From an optimization exercise on the open Yosys and OpenROAD flow, aimed at small area; shortcuts taken in it are not production practice. Function was checked by simulation only, so behaviour that the tests miss may differ from the original. Power and IR drop assume default switching activity.

Design mips_multi, start of the top module:
module mips_multi #(
  parameter int unsigned ADDR_W   = 32,
  parameter logic [31:0] RESET_PC = 32'h0000_0000
) (
  input  logic              clk,
  input  logic              rst,
  output logic              mem_req,
  output logic              mem_we,
  output logic [ADDR_W-1:0] mem_addr,
  output logic [31:0]       mem_wdata,
  input  logic [31:0]       mem_rdata,
  input  logic              mem_ready,
  output logic              halted,
  output logic [31:0]       retired
);
Size: about 1900 cells after synthesis, roughly 1100 flip-flops, about 130 I/O pins.
export LEC_CHECK = 0
export ABC_AREA = 1
export CAP_MARGIN = 0
export CORE_MARGIN = 2
export CORE_UTILIZATION = 45
export SLEW_MARGIN = 0
create_clock -name core_clock -period 10.0 [get_ports {clk}]
standard.sh (not shown) runs the stock make flow with config.mk's settings and CLKGATE_MAP_FILE= SYNTH_SCRIPT=/design/flow/synth_recipe.tcl, a recipe that flattens the netlist after the stock synthesis.
==> flow/flow/run.sh <==
#!/bin/bash
# Standard ORFS layout (the standard.sh) with two changes in how it is made:
# the port buffers use the smallest buffer cell (every port still gets one), and
# clock tree synthesis runs with its own arguments (no dummy balancing loads).
set -euo pipefail
export BUFFER_PORTS_ARGS="-buffer_cell sky130_fd_sc_hd__buf_1"
export CTS_ARGS="-sink_clustering_enable -repair_clock_nets -dont_use_dummy_load -buf_list {sky130_fd_sc_hd__clkbuf_4 sky130_fd_sc_hd__clkbuf_8} -sink_clustering_size 12 -sink_clustering_max_diameter 40"
bash standard.sh > standard_flow.log 2>&1
Then changed:
==> flow/flow/run.sh (replaced) <==
#!/bin/bash
# Standard ORFS layout (the standard.sh) with two changes in how it is made:
# the port buffers use the smallest buffer cell (every port still gets one), and
# clock tree synthesis runs with its own arguments (no dummy balancing loads).
set -euo pipefail
export BUFFER_PORTS_ARGS="-buffer_cell sky130_fd_sc_hd__buf_1"
export CTS_ARGS="-sink_clustering_enable -repair_clock_nets -dont_use_dummy_load -buf_list sky130_fd_sc_hd__clkbuf_4 -sink_clustering_size 10 -sink_clustering_max_diameter 50"
bash standard.sh > standard_flow.log 2>&1
CORE_UTILIZATION = 55   (was 45)
What happened:
- register-to-register slack gets better by 0.28 ns
- cell area drops by 2.4%
- wire length drops by 5.1%
- hold slack gets better by 0.013 ns
Then changed:
--- a/flow/flow/run.sh
+++ b/flow/flow/run.sh
@@ -5,4 +5,4 @@
 set -euo pipefail
 export BUFFER_PORTS_ARGS="-buffer_cell sky130_fd_sc_hd__buf_1"
-export CTS_ARGS="-sink_clustering_enable -repair_clock_nets -dont_use_dummy_load -buf_list sky130_fd_sc_hd__clkbuf_4 -sink_clustering_size 10 -sink_clustering_max_diameter 50"
+export CTS_ARGS="-sink_clustering_enable -repair_clock_nets -dont_use_dummy_load -buf_list sky130_fd_sc_hd__clkbuf_4 -sink_clustering_size 12 -sink_clustering_max_diameter 40"
 bash standard.sh > standard_flow.log 2>&1
Sequential share of layout area goes up by 0.42 points; clock skew rises by 0.060 ns; routed wire length falls by 1.3%; maximum frequency barely changes; cell count fell by about 0.7%; total power came out lower by 2.2%; worst hold slack is worse by 0.034 ns.
Then changed:
--- a/flow/flow/run.sh
+++ b/flow/flow/run.sh
@@ -5,4 +5,4 @@
 set -euo pipefail
 export BUFFER_PORTS_ARGS="-buffer_cell sky130_fd_sc_hd__buf_1"
-export CTS_ARGS="-sink_clustering_enable -repair_clock_nets -dont_use_dummy_load -buf_list sky130_fd_sc_hd__clkbuf_4 -sink_clustering_size 12 -sink_clustering_max_diameter 40"
+export CTS_ARGS="-sink_clustering_enable -repair_clock_nets -dont_use_dummy_load -buf_list sky130_fd_sc_hd__clkbuf_4 -sink_clustering_size 11 -sink_clustering_max_diameter 35"
 bash standard.sh > standard_flow.log 2>&1
=> Final cell count went up by about 0.75%. Sequential cell count stays the same. Sequential power is about the same. Global-route usage climbs by 0.40 points.

---

mips_multi, a different RTL version from the one above (not shown whole).
For scale: ~1100 flip-flops.
make LEC_CHECK=0 CAP_MARGIN=20 CORE_MARGIN=2 CORE_UTILIZATION=40 CTS_BUF_LIST=sky130_fd_sc_hd__clkbuf_16 CTS_CLUSTER_DIAMETER=80 CTS_CLUSTER_SIZE=30 SLEW_MARGIN=20 finish   # period 10.0 ns
run.sh (not shown) runs the stock make flow with config.mk's settings and CLKGATE_MAP_FILE= SYNTH_SCRIPT=/design/flow/synth_recipe.tcl, a recipe that flattens the netlist after the stock synthesis.
Stock flow here: none of the scripts above is used.
The baseline finished clean.
Change:
==> flow/flow/run.sh (new file) <==
#!/bin/bash
# Standard ORFS layout (the standard.sh) with two changes in how it is made:
# the port buffers use the smallest buffer cell (every port still gets one), and
# clock tree synthesis runs with its own arguments (no dummy balancing loads).
set -euo pipefail
export BUFFER_PORTS_ARGS="-buffer_cell sky130_fd_sc_hd__buf_1"
export CTS_ARGS="-sink_clustering_enable -repair_clock_nets -dont_use_dummy_load -buf_list sky130_fd_sc_hd__clkbuf_8 -sink_clustering_size 22 -sink_clustering_max_diameter 50"
bash standard.sh > standard_flow.log 2>&1
==> flow/standard.sh (new file) <==
#!/bin/bash
# synth_recipe.tcl (not shown) runs the flow's synth.tcl, then flattens the netlist and writes it again
# the make line also repeats each setting of config.mk as NAME=value (left out here)
make -C /OpenROAD-flow-scripts/flow DESIGN_CONFIG=/design/flow/config.mk WORK_HOME=/design/flow/orfs CLKGATE_MAP_FILE= SYNTH_SCRIPT=/design/flow/synth_recipe.tcl "${@:-finish}"
Settings changed: CAP_MARGIN 20 to 0, CORE_UTILIZATION 40 to 55, CTS_BUF_LIST sky130_fd_sc_hd__clkbuf_16 to not set, CTS_CLUSTER_DIAMETER 80 to not set, CTS_CLUSTER_SIZE 30 to not set, SLEW_MARGIN 20 to 0.
removed: flow/run.sh
The new run finished with timing, DRC and antenna clean.
Worst setup slack improved by 530 ps.
Power shrinks by 7.1%.
First-iteration DRC count went down by 17%.
Critical path depth is higher by 1.
Wire length stays flat.

---

mips_multi again, from the RTL that the note above started with.
make LEC_CHECK=0 CAP_MARGIN=20 CORE_MARGIN=2 CORE_UTILIZATION=40 CTS_BUF_LIST=sky130_fd_sc_hd__clkbuf_4 SLEW_MARGIN=20 finish   # period 10.0 ns
Stock flow here: none of the scripts above is used.
The baseline completed without violations.
Then changed:
--- a/flow/config.mk
+++ b/flow/config.mk
@@ -6,7 +6,9 @@
 export NUM_CORES = 4
 export LEC_CHECK = 0
-export CAP_MARGIN = 20
+export CAP_MARGIN = 0
 export CORE_MARGIN = 2
 export CORE_UTILIZATION = 40
-export CTS_BUF_LIST = sky130_fd_sc_hd__clkbuf_4
-export SLEW_MARGIN = 20
+export CTS_BUF_LIST = sky130_fd_sc_hd__clkbuf_16
+export CTS_CLUSTER_DIAMETER = 60
+export CTS_CLUSTER_SIZE = 40
+export SLEW_MARGIN = 0
Effect: Routed wire length shrinks by 7.2%; global-route usage shrinks by 1.2 points; synthesized cell count does not change; clock power shrinks by 26%; cell count shrinks by 12%; critical path depth shrinks by 1.
Then changed:
==> flow/flow/run.sh (new file) <==
#!/bin/bash
# Standard ORFS layout (the standard.sh) with two changes in how it is made:
# the port buffers use the smallest buffer cell (every port still gets one), and
# clock tree synthesis runs with its own arguments (no dummy balancing loads).
set -euo pipefail
export BUFFER_PORTS_ARGS="-buffer_cell sky130_fd_sc_hd__buf_1"
export CTS_ARGS="-sink_clustering_enable -repair_clock_nets -dont_use_dummy_load -buf_list sky130_fd_sc_hd__clkbuf_8 -sink_clustering_size 24 -sink_clustering_max_diameter 40"
bash standard.sh > standard_flow.log 2>&1
==> flow/standard.sh (new file) <==
#!/bin/bash
# synth_recipe.tcl (not shown) runs the flow's synth.tcl, then flattens the netlist and writes it again
# the make line also repeats each setting of config.mk as NAME=value (left out here)
make -C /OpenROAD-flow-scripts/flow DESIGN_CONFIG=/design/flow/config.mk WORK_HOME=/design/flow/orfs CLKGATE_MAP_FILE= SYNTH_SCRIPT=/design/flow/synth_recipe.tcl "${@:-finish}"
--- a/flow/config.mk
+++ b/flow/config.mk
@@ -9,6 +9,3 @@
 export CORE_MARGIN = 2
 export CORE_UTILIZATION = 40
-export CTS_BUF_LIST = sky130_fd_sc_hd__clkbuf_16
-export CTS_CLUSTER_DIAMETER = 60
-export CTS_CLUSTER_SIZE = 40
 export SLEW_MARGIN = 0
removed: flow/run.sh
Effect: The new run finished clean; worst setup slack improves by 0.56 ns; final area shrinks by 4.7%; final cell count grows by 0.33%; worst hold slack degrades by 0.074 ns; sequential share of layout area grows by 3.7 points; sequential power barely changes; total power shrinks by 7.2%.
Then changed:
==> flow/run.sh (new file) <==
#!/bin/bash
# synth_recipe.tcl (not shown) runs the flow's synth.tcl, then flattens the netlist and writes it again
# the make line also repeats each setting of config.mk as NAME=value (left out here)
make -C /OpenROAD-flow-scripts/flow DESIGN_CONFIG=/design/flow/config.mk WORK_HOME=/design/flow/orfs CLKGATE_MAP_FILE= SYNTH_SCRIPT=/design/flow/synth_recipe.tcl finish
--- a/flow/config.mk
+++ b/flow/config.mk
@@ -6,6 +6,6 @@
 export NUM_CORES = 4
 export LEC_CHECK = 0
-export CAP_MARGIN = 0
+export CAP_MARGIN = 20
 export CORE_MARGIN = 2
 export CORE_UTILIZATION = 40
-export SLEW_MARGIN = 0
+export SLEW_MARGIN = 20
removed: flow/flow/run.sh
removed: flow/standard.sh
The changed run produced a clean layout.
Routed wire length came out higher by 4.4%.
Count of clock-buffer cells in the layout came out higher by 52.
Fmax came out lower by 7.2%.
Non-clock buffer count does not change.
Hold slack improved by 0.045 ns.
Die area does not change.
Critical path depth came out lower by 1.
Total power came out higher by 27%.
Global-route usage came out higher by 0.52 points.
Then changed:
--- a/flow/config.mk
+++ b/flow/config.mk
@@ -6,6 +6,9 @@
 export NUM_CORES = 4
 export LEC_CHECK = 0
-export CAP_MARGIN = 20
+export CAP_MARGIN = 0
 export CORE_MARGIN = 2
 export CORE_UTILIZATION = 40
-export SLEW_MARGIN = 20
+export CTS_BUF_LIST = sky130_fd_sc_hd__clkbuf_8
+export CTS_CLUSTER_DIAMETER = 60
+export CTS_CLUSTER_SIZE = 22
+export SLEW_MARGIN = 0
Routed wire length falls by 4.6%. Synthesized area does not change. Core utilization drops by 3.4 points. Clock power shrinks by 48%. Worst setup slack loses 0.0060 ns. Maximum frequency hardly moves. Via count fell by 2.6%. Sequential power stays flat. Total power decreases by 22%. Register-to-register slack loses 0.02 ns. Non-clock buffer count stays the same.
Then changed:
==> flow/flow/run.sh (new file) <==
#!/bin/bash
# Standard ORFS layout (the standard.sh) with two changes in how it is made:
# the port buffers use the smallest buffer cell (every port still gets one), and
# clock tree synthesis runs with its own arguments (no dummy balancing loads).
set -euo pipefail
export BUFFER_PORTS_ARGS="-buffer_cell sky130_fd_sc_hd__buf_1"
export CTS_ARGS="-sink_clustering_enable -repair_clock_nets -dont_use_dummy_load -buf_list sky130_fd_sc_hd__clkbuf_8 -sink_clustering_size 20 -sink_clustering_max_diameter 60"
bash standard.sh > standard_flow.log 2>&1
==> flow/standard.sh (new file) <==
#!/bin/bash
# synth_recipe.tcl (not shown) runs the flow's synth.tcl, then flattens the netlist and writes it again
# the make line also repeats each setting of config.mk as NAME=value (left out here)
make -C /OpenROAD-flow-scripts/flow DESIGN_CONFIG=/design/flow/config.mk WORK_HOME=/design/flow/orfs CLKGATE_MAP_FILE= SYNTH_SCRIPT=/design/flow/synth_recipe.tcl "${@:-finish}"
--- a/flow/config.mk
+++ b/flow/config.mk
@@ -9,6 +9,3 @@
 export CORE_MARGIN = 2
 export CORE_UTILIZATION = 40
-export CTS_BUF_LIST = sky130_fd_sc_hd__clkbuf_8
-export CTS_CLUSTER_DIAMETER = 60
-export CTS_CLUSTER_SIZE = 22
 export SLEW_MARGIN = 0
removed: flow/run.sh
Outcome:
- sequential power barely changes
- area after synthesis does not change
- synthesized cell count stays the same
- setup slack improves by 0.60 ns

---

Another version of the RTL of mips_multi (not shown whole).
Size in the first run: roughly 1,900 cells after synthesis, ~130 I/O pins.
Settings: LEC_CHECK=0, ABC_AREA=1, CAP_MARGIN=0, CORE_MARGIN=2, CORE_UTILIZATION=55, SLEW_MARGIN=0; clock period 10.0 ns.
standard.sh (not shown) runs the stock make flow with config.mk's settings and CLKGATE_MAP_FILE= SYNTH_SCRIPT=/design/flow/synth_recipe.tcl, a recipe that flattens the netlist after the stock synthesis.
==> flow/flow/run.sh <==
#!/bin/bash
# Standard ORFS layout (the standard.sh) with two changes in how it is made:
# the port buffers use the smallest buffer cell (every port still gets one), and
# clock tree synthesis runs with its own arguments (no dummy balancing loads).
set -euo pipefail
export BUFFER_PORTS_ARGS="-buffer_cell sky130_fd_sc_hd__buf_1"
export CTS_ARGS="-sink_clustering_enable -repair_clock_nets -dont_use_dummy_load -buf_list {sky130_fd_sc_hd__clkbuf_4 sky130_fd_sc_hd__clkbuf_8} -sink_clustering_size 16 -sink_clustering_max_diameter 50"
bash standard.sh > standard_flow.log 2>&1
==> next run, changes <==
==> flow/flow/run.sh (replaced) <==
#!/bin/bash
# Standard ORFS layout (the standard.sh) with two changes in how it is made:
# the port buffers use the smallest buffer cell (every port still gets one), and
# clock tree synthesis runs with its own arguments (no dummy balancing loads).
set -euo pipefail
export BUFFER_PORTS_ARGS="-buffer_cell sky130_fd_sc_hd__buf_1"
export CTS_ARGS="-sink_clustering_enable -repair_clock_nets -dont_use_dummy_load -buf_list sky130_fd_sc_hd__clkbuf_8 -sink_clustering_size 22 -sink_clustering_max_diameter 50"
bash standard.sh > standard_flow.log 2>&1
What happened: Final cell count went down by 0.62%; total power came out lower by 2.7%; wire length drops by 0.83%; via count shrinks by 0.69%; die area does not change; sequential share of layout area went up by 0.64 points; final area goes down by 0.79%; clock skew hardly moves; fmax hardly moves; setup slack hardly moves; global-route usage goes down by 0.23 points.
==> next run, changes <==
--- a/flow/flow/run.sh
+++ b/flow/flow/run.sh
@@ -6,3 +6,3 @@
 export BUFFER_PORTS_ARGS="-buffer_cell sky130_fd_sc_hd__buf_1"
-export CTS_ARGS="-sink_clustering_enable -repair_clock_nets -dont_use_dummy_load -buf_list sky130_fd_sc_hd__clkbuf_8 -sink_clustering_size 22 -sink_clustering_max_diameter 50"
+export CTS_ARGS="-sink_clustering_enable -repair_clock_nets -dont_use_dummy_load -buf_list sky130_fd_sc_hd__clkbuf_4 -sink_clustering_size 12 -sink_clustering_max_diameter 40"
 bash standard.sh > standard_flow.log 2>&1
Fmax stays flat.
Register-to-register slack got worse by 20 ps.
Hold slack degrades by 16 ps.
Count of clock-buffer cells in the layout went up by 45.
Power goes down slightly.
Cell area is lower slightly.
Synthesized cell count does not change.

---

## job 4965
Another version of the RTL of mips_multi (not shown whole).
Size in the first run: about 2,000 cells after synthesis, roughly 1,100 flip-flops, about 130 I/O pins, ~28,000 um^2 of cells after synthesis.
export LEC_CHECK = 0
export ABC_AREA = 1
export CAP_MARGIN = 0
export CORE_MARGIN = 2
export CORE_UTILIZATION = 45
export SLEW_MARGIN = 0
create_clock -name core_clock -period 10.0 [get_ports {clk}]
==> flow/flow/run.sh <==
#!/bin/bash
# Standard ORFS layout (the standard.sh) with two changes in how it is made:
# the port buffers use the smallest buffer cell (every port still gets one), and
# clock tree synthesis runs with its own arguments (no dummy balancing loads).
set -euo pipefail
export BUFFER_PORTS_ARGS="-buffer_cell sky130_fd_sc_hd__buf_1"
export CTS_ARGS="-sink_clustering_enable -repair_clock_nets -dont_use_dummy_load -buf_list sky130_fd_sc_hd__clkbuf_4 -sink_clustering_size 13 -sink_clustering_max_diameter 45"
bash standard.sh > standard_flow.log 2>&1
diff inputs: job 4965 => job 9922
==> flow/flow/run.sh <==
#!/bin/bash
# Standard ORFS layout (the standard.sh) with two changes in how it is made:
# the port buffers use the smallest buffer cell (every port still gets one), and
# clock tree synthesis runs with its own arguments (no dummy balancing loads).
set -euo pipefail
export BUFFER_PORTS_ARGS="-buffer_cell sky130_fd_sc_hd__buf_1"
export CTS_ARGS="-sink_clustering_enable -repair_clock_nets -dont_use_dummy_load -buf_list sky130_fd_sc_hd__clkbuf_4 -sink_clustering_size 12 -sink_clustering_max_diameter 40"
bash standard.sh > standard_flow.log 2>&1
## What came out
On global-route usage, job 9922 and job 4965 are neck and neck.
Number of buffers inserted during clock tree synthesis grows by more than 10% when moving from job 4965 to job 9922.
Summary — clock latency on the worst-skew pair, job 9922 relative to job 4965: lower, by 0.02 ns.
On peak per-stage delay on the critical path, job 4965 tracks job 9922 almost exactly.
Compared job 4965 against job 9922; via count within noise.
Compared with job 4965, job 9922 shows post-route fraction of the period consumed by the critical path higher by 0.31 points.

[static timing again, ports no longer ideal]
No port has a modelled driver above. Below, the same layouts with a new extraction and two added sets of constraints.
Step 1 assumes that a clkbuf_16 drives the clock port and a buf_2 every other input.
Step 2 moves the port delays by t, midway between the first and last clock arrival at a register: inputs arrive t later, outputs are due t later. That takes back most of the time a late clock gives input paths.
a / b / c = no drivers / after step 1 / after step 2; a / b = the first two.
run | t, ns | setup WS [ns] | cell pins on the clock port's net
the first run of note 1 | 0.730 | 3.676 / 3.654 / 3.654 | 1
the second run of note 1 | 0.941 | 3.577 / 3.526 / 3.560 | 1
the third run of note 1 | 0.863 | 3.591 / 3.566 / 3.566 | 1
the fourth run of note 1 | 0.935 | 3.593 / 3.554 / 3.567 | 1
the first run of note 2 | 0.657 | 2.170 / 2.125 / 2.125 | 1
the second run of note 2 | 0.682 | 2.704 / 2.650 / 2.802 | 1
the first run of note 3 | 1.026 | 2.091 / 2.043 / 2.134 | 1
the second run of note 3 | 0.664 | 2.195 / 2.151 / 2.151 | 1
the third run of note 3 | 0.697 | 2.756 / 2.708 / 2.882 | 1
the fourth run of note 3 | 0.691 | 2.191 / 2.147 / 2.147 | 1
the fifth run of note 3 | 0.712 | 2.185 / 2.142 / 2.142 | 1
the sixth run of note 3 | 0.678 | 2.784 / 2.735 / 2.895 | 1
the first run of note 4 | 0.679 | 3.746 / 3.725 / 3.725 | 1
the second run of note 4 | 0.680 | 3.748 / 3.727 / 3.727 | 1
the third run of note 4 | 0.841 | 3.743 / 3.721 / 3.721 | 1
job 4965 | 0.898 | 2.588 / 2.532 / 3.289 | 1
job 9922 | 0.892 | 2.557 / 2.502 / 3.325 | 1
After both steps setup and hold are still met in every run listed. For the first run of note 2, which loses most, drivers alone change the setup slack by -0.045 ns; drivers and shift together by -0.045 ns.
